Background: an optimization exercise with open tools, aiming at small area. Do not read the settings as production practice.
The RTL was checked by simulation tests, not by an equivalence proof against the original design.

==> flow/design.v (outline; a module is shown in full before it is edited, if it fits) <==
// module operand_select: 44 lines
// module int_alu: 98 lines
// module branch_resolve: 70 lines
// module ex_mac: 2223 lines
// module ex_fa: 10 lines
// module ex_ha: 9 lines
// module completion_buffer: 71 lines
// module ex_control: 49 lines
// module ex_stage: 127 lines
module ex_stage (
	input  logic                clock,
	input  logic                rst_n,
	input  logic                issue_valid,
	input  logic [209:0]        issue_pkt,
	output logic                issue_credit,
	output logic                complete_valid,
	output logic [37:0]         complete,
	input  logic                bus_credit,
	output logic                branch_valid,
	output logic [39:0]         branch
);
  // ...
==> flow/run.sh <==
#!/bin/bash
# synth_recipe.tcl (not shown) runs the flow's synth.tcl, then flattens the netlist and writes it again
# the make line also repeats each setting of config.mk as NAME=value (left out here)
make -C /OpenROAD-flow-scripts/flow DESIGN_CONFIG=/design/flow/config.mk WORK_HOME=/design/flow/orfs CLKGATE_MAP_FILE= SYNTH_SCRIPT=/design/flow/synth_recipe.tcl finish
==> flow/config.mk <==
export PLATFORM = sky130hd
export DESIGN_NAME = ex_stage
export DESIGN_NICKNAME = ex_stage
export VERILOG_FILES = /design/flow/design.v
export SDC_FILE = /design/flow/constraint.sdc
export NUM_CORES = 4
export LEC_CHECK = 0
export ABC_AREA = 1
export CAP_MARGIN = 20
export CORE_MARGIN = 2
export CORE_UTILIZATION = 50
export SLEW_MARGIN = 20
export SYNTH_HIERARCHICAL = 1
==> flow/constraint.sdc <==
create_clock -name core_clock -period 10.0 [get_ports {clock}]
set_input_delay 2.0000 -clock core_clock [delete_from_list [all_inputs] [get_ports {clock}]]
set_output_delay 2.0000 -clock core_clock [all_outputs]
set_load 0.01 [all_outputs]
==> impl_metrics.ini, run 1 <==
[outcome]
status = no timing/DRC/antenna violations

[clocking]
clockRootBuffer = clkbuf_16
cts_buffer_depth = 3
ctsHoldBuffers = 0
cts.sinks = 437
cts_buffers = 36
cts_tree = done

[die]
core-area_sq_mm = 0.1014

[place]
dp_slack_ns = -0.5069
hpwl_mm = 166.7

[synthesis]
synth_compound_area_share_pct = 10.15
yosys.area_share.simple_pct = 20.91
synth_top_area_share_pct = 20.21
synth.top_cells.by_count = 1793 x nand2_1, 605 x inv_1, 547 x xor2_1, 514 x fa_1, 512 x o22ai_1

[finish]
register_area_sq_mm = 0.01215
fillers = 9211
biggestCellCategory = multi-input combinational cells
seq_share_pct = 19.72
multi_input_area_share_pct = 56.09
layout.nets = 7895
top_regs = u_completion_buffer.mem (304), branch_q (40), predicted_target_q (32)

[worst_hold_path]
hold_class = register to register

[global_routing]
grtUsageMet3_pct = 9.460
gr-total-overflow = 0

[detailed_routing]
highest_layer = met5
dr_wl_met2_mm = 93.80
wirelength_mm = 210.8

[timing]
max_freq_ghz = 0.1030
slew_headroom_pct = 20.07
finalSetupTns_ns = 0
fin_worst_skew_ns = 0.01983

[setup_path]
reg2regPathDepth = 11
arrival_ns = 10.00
worst-path-max-fanout = 19
critical_path_class = input port to register
==> run 2, diff against run 1 <==
==> flow/flow/run.sh (new file) <==
#!/bin/bash
# The standard layout, with plain buffers (not delay cells) on the ports.
set -euo pipefail
export BUFFER_PORTS_ARGS="-buffer_cell sky130_fd_sc_hd__buf_2"
bash standard.sh > standard.log 2>&1
==> flow/standard.sh (new file) <==
#!/bin/bash
# synth_recipe.tcl (not shown) runs the flow's synth.tcl, then flattens the netlist and writes it again
# the make line also repeats each setting of config.mk as NAME=value (left out here)
make -C /OpenROAD-flow-scripts/flow DESIGN_CONFIG=/design/flow/config.mk WORK_HOME=/design/flow/orfs CLKGATE_MAP_FILE= SYNTH_SCRIPT=/design/flow/synth_recipe.tcl "${@:-finish}"
removed: flow/run.sh
==> run 2 against run 1 <==
- register-to-register slack gained 0.35 ns
- utilization is 3.7 points lower
- non-clock buffer count is 280 lower
- die area unchanged
- count of clock-buffer cells in the layout down 5
- hold slack improved by 0.0084 ns
- routed wire length decreased by 3.3%
- clock skew is 0.0026 ns higher
- critical endpoint is now u_completion_buffer.mem[3][29]
- highest routed layer unchanged
==> impl_metrics.ini, run 2 <==
[setup_path]
startpoint_type = input port
slowest_stage = fa_1
cp_top_family = adder cells
arrival_ns = 9.84
worst-path-max-fanout = 15
critPathMaxStageDelay_ns = 0.54
critical_path_class = input port to register
path_buf_inv = 9
required_ns = 10.20
cpMostUsedCell = nand2_1
endpoint_kind = register

[synthesis]
synth_top_area_share_pct = 20.21
synth.top_cells.by_count = 1793 x nand2_1, 605 x inv_1, 547 x xor2_1, 514 x fa_1, 512 x o22ai_1
syn_area_sq_mm = 0.05091
synth_top_area_cell = fa_1
synth.most_common_cell = nand2_1
synth_seq_area_share_pct = 23.87
ys_types = 50
yosys-top-cells-area = fa_1 20%, edfxtp_1 19%, nand2_1 13%
synth_edf_count = 328
postSynthAreaPerCell_sq_um = 8.062
ys_seq_elements = 437
synth_top_flop_cell = edfxtp_1
async_flop_share_pct = 5.492
yosysWarningCount = 14
syn_inst = 6315

[global_routing]
grt_pass1_vias = 44350
antenna_found_initial = 8
grt_max_degree = 98
grt_pass1_wl_mm = 295.9
gr-total-overflow = 0
groute.usage.overall_pct = 38.77

[flow_run]
drv_cap = 0

[detailed_routing]
postRouteAntennaNets = 0
via_per_inst = 5.740
vias = 46300
firstDrtPassIters = 8
remaining_drc_errors = 0
drt_iter0_markers = 5239
wl_per_cell_um = 25.26
wirelength_mm = 203.8

[finish]
fillers = 9419
syn_to_final_growth_pct = 13.59
layout_common_cells = 1787 x nand2_1, 598 x inv_1, 547 x xor2_1
layout.nets = 7616
final_common_cell = nand2_1
stdcell_count = 8066
utilization_pct = 57.00
multiInputGateArea_sq_mm = 0.03431
top_regs = u_completion_buffer.mem (304), branch_q (40), predicted_target_q (32)
register_area_sq_mm = 0.01215
largest_register_ffs = 304
drive_above_1_share_pct = 14.52
largest_register = u_completion_buffer.mem

[timing]
setup_viol_count_final = 0
fin_worst_skew_ns = 0.02244
hold_viol_final = 0
worst_slew_pin_slew_ns = 1.239
setup_slack_ns = 0.3618
max_freq_ghz = 0.1038
slew_viol_final = 0
fin_crit_ns = 9.638
finalCritPeriodShare_pct = 96.38
holdWs_ns = 0.3285
slew_headroom_pct = 16.55
grt_setup_unrepaired = false

[place]
hpwl_mm = 157.6
post-place-cells = 7995
dp_slack_ns = -0.1692
portBuffers = 287
gp_congestion = 1.046

[outcome]
status = no timing/DRC/antenna violations

[clocking]
clkSlewWorstSetupHoldPaths_ns = 0.07
cts_tree = done
clock_latency_ns = 0.56
htree_levels = 2
cts_buffers = 37
cts.sinks = 437
cts_buffer_depth = 3
clockRootBuffer = clkbuf_16
ctsHoldBuffers = 0

[die]
design.die.area_sq_mm = 0.1044
row_count = 117
core-area_sq_mm = 0.1014
initial_core_util_pct = 50.18
die_x_um = 323.1
io_pins = 295
die_h_um = 323.1

[worst_hold_path]
hold_class = register to register
==> run 2: cell count changes in the layout (fill, tap and decap cells not counted), moves of 7 or more <==
cell	before	now
nand2_1	1769	1787
ha_4	7	0
buf_4	696	422
clkdlybuf4s50_1	285	0
buf_2	1	287
ha_1	210	219
nand2_2	47	31
fa_2	17	0
fa_1	497	514
inv_1	590	598
==> run 2: cells by family after synthesis <==
logic type | Yosys count | share of synthesized area [%]
other | 1 | 0.007366
XOR/XNOR | 584 | 10.05
AO/OA/AOI/OAI | 856 | 10.15
flip-flops | 437 | 23.87
AND/OR/NAND/NOR | 2600 | 20.91
adder cells (fa/ha/maj) | 733 | 25.59
buffers and inverters | 1104 | 9.420
==> run 2: final cells by class <==
type,instances,area share (%)
Antenna cell,3,0.01298
Clock buffer,49,1.824
Clock inverter,16,0.2618
Inverter,621,4.037
Multi-Input combinational cell,4788,59.33
Sequential cell,437,21.02
Tap cell,1368,2.960
Timing Repair Buffer,784,10.56
==> run 2: repair_timing <==
action                                  4_1_cts  5_1_grt
setup buffers                                 0        3
gates resized for setup                       0        9
hold endpoints to repair                      0        0
endpoints found under the setup margin        0      195
==> run 2: worst paths after layout <==
path / start / to / cells after the start / slack [ns]
worst max register to register: u_completion_buffer.rd_ptr[0] / u_completion_buffer.busy[3] / 12 / 6.70
worst min register to register: u_ex_control.mul_s[3] / u_ex_control.mul_s[6] / 0 / 0.33
worst min-delay path: u_ex_control.mul_s[3] / u_ex_control.mul_s[6] / 0 / 0.33
max in group asynchronous: rst_n / u_completion_buffer.busy[3] / 1 / 8.18
worst max-delay path: issue_pkt[36] / u_completion_buffer.mem[3][29] / 38 / 0.36
min in group asynchronous: rst_n / branch_valid / 1 / 1.44
==> run 2: worst reg2reg max path, cell delays in order (launching register included) <==
cell and delay (ns):
dfrtp_1 0.75, inv_2 0.25, o21ai_0 0.26, nand2_1 0.11
nand2_1 0.08, nand2_2 0.05, buf_4 0.23, inv_2 0.43
buf_4 0.70, nor2_1 0.19, nand2_1 0.10, nand2_1 0.05
nand2_1 0.05
==> run 2: metal layers <==
metal	up-vias	share of wire (%)	wire length, um	track usage [%]
met2	2483	45	91520	61.66
met5	-	0.053	108	0.3241
met1	22160	39	78990	49.52
met3	514	9.6	19530	7.601
met4	12	6.7	13620	21.86
li1	21130	-	-	-
==> run 2: per-module statistics from Yosys, one instance, submodules excluded <==
module	copies in the design	cells inside	cell area, sq um	flops+latches
ex_control	1	52	575.6	19
branch_resolve	1	411	2210	0
ex_ha	111	1	12.51	0
ex_mac	1	2112	12610	0
operand_select	1	341	1356	0
ex_fa	513	1	20.02	0
int_alu	1	697	3637	0
ex_stage	1	607	3796	74
completion_buffer	1	1471	15070	344
==> run 2: stage by stage <==
step	instance area (sq um)	setup TNS, ns
after floorplan	50960	0
after global placement	56550	-8.938
after detailed placement	56550	-16.39
after CTS	57760	0
after global routing	57830	0
final	57830	0

[static timing again, ports no longer ideal]
The flow's constraints put no driver on any port. The routed layouts listed below were extracted and timed again, unchanged, in two steps.
Step 1 assumes that a clkbuf_16 drives the clock port and a buf_2 every other input.
Step 2 also shifts input and output timing later by t, the mid clock arrival at the registers, as if the neighbouring blocks saw the same clock.
a / b / c = ideal ports / drivers / drivers and shift; a / b = the first two.
run	shift t [ns]	slack for setup (ns)	worst register clock-pin slew, ns
run 1	0.596	0.289 / 0.296 / -0.300	0.08 / 0.08
run 2	0.607	0.362 / 0.322 / -0.284	0.07 / 0.07
With both steps, setup timing fails in run 1 and run 2, where it was met with ideal ports. For run 2, which loses most, drivers alone change the setup slack by -0.040 ns; drivers and shift together by -0.646 ns.
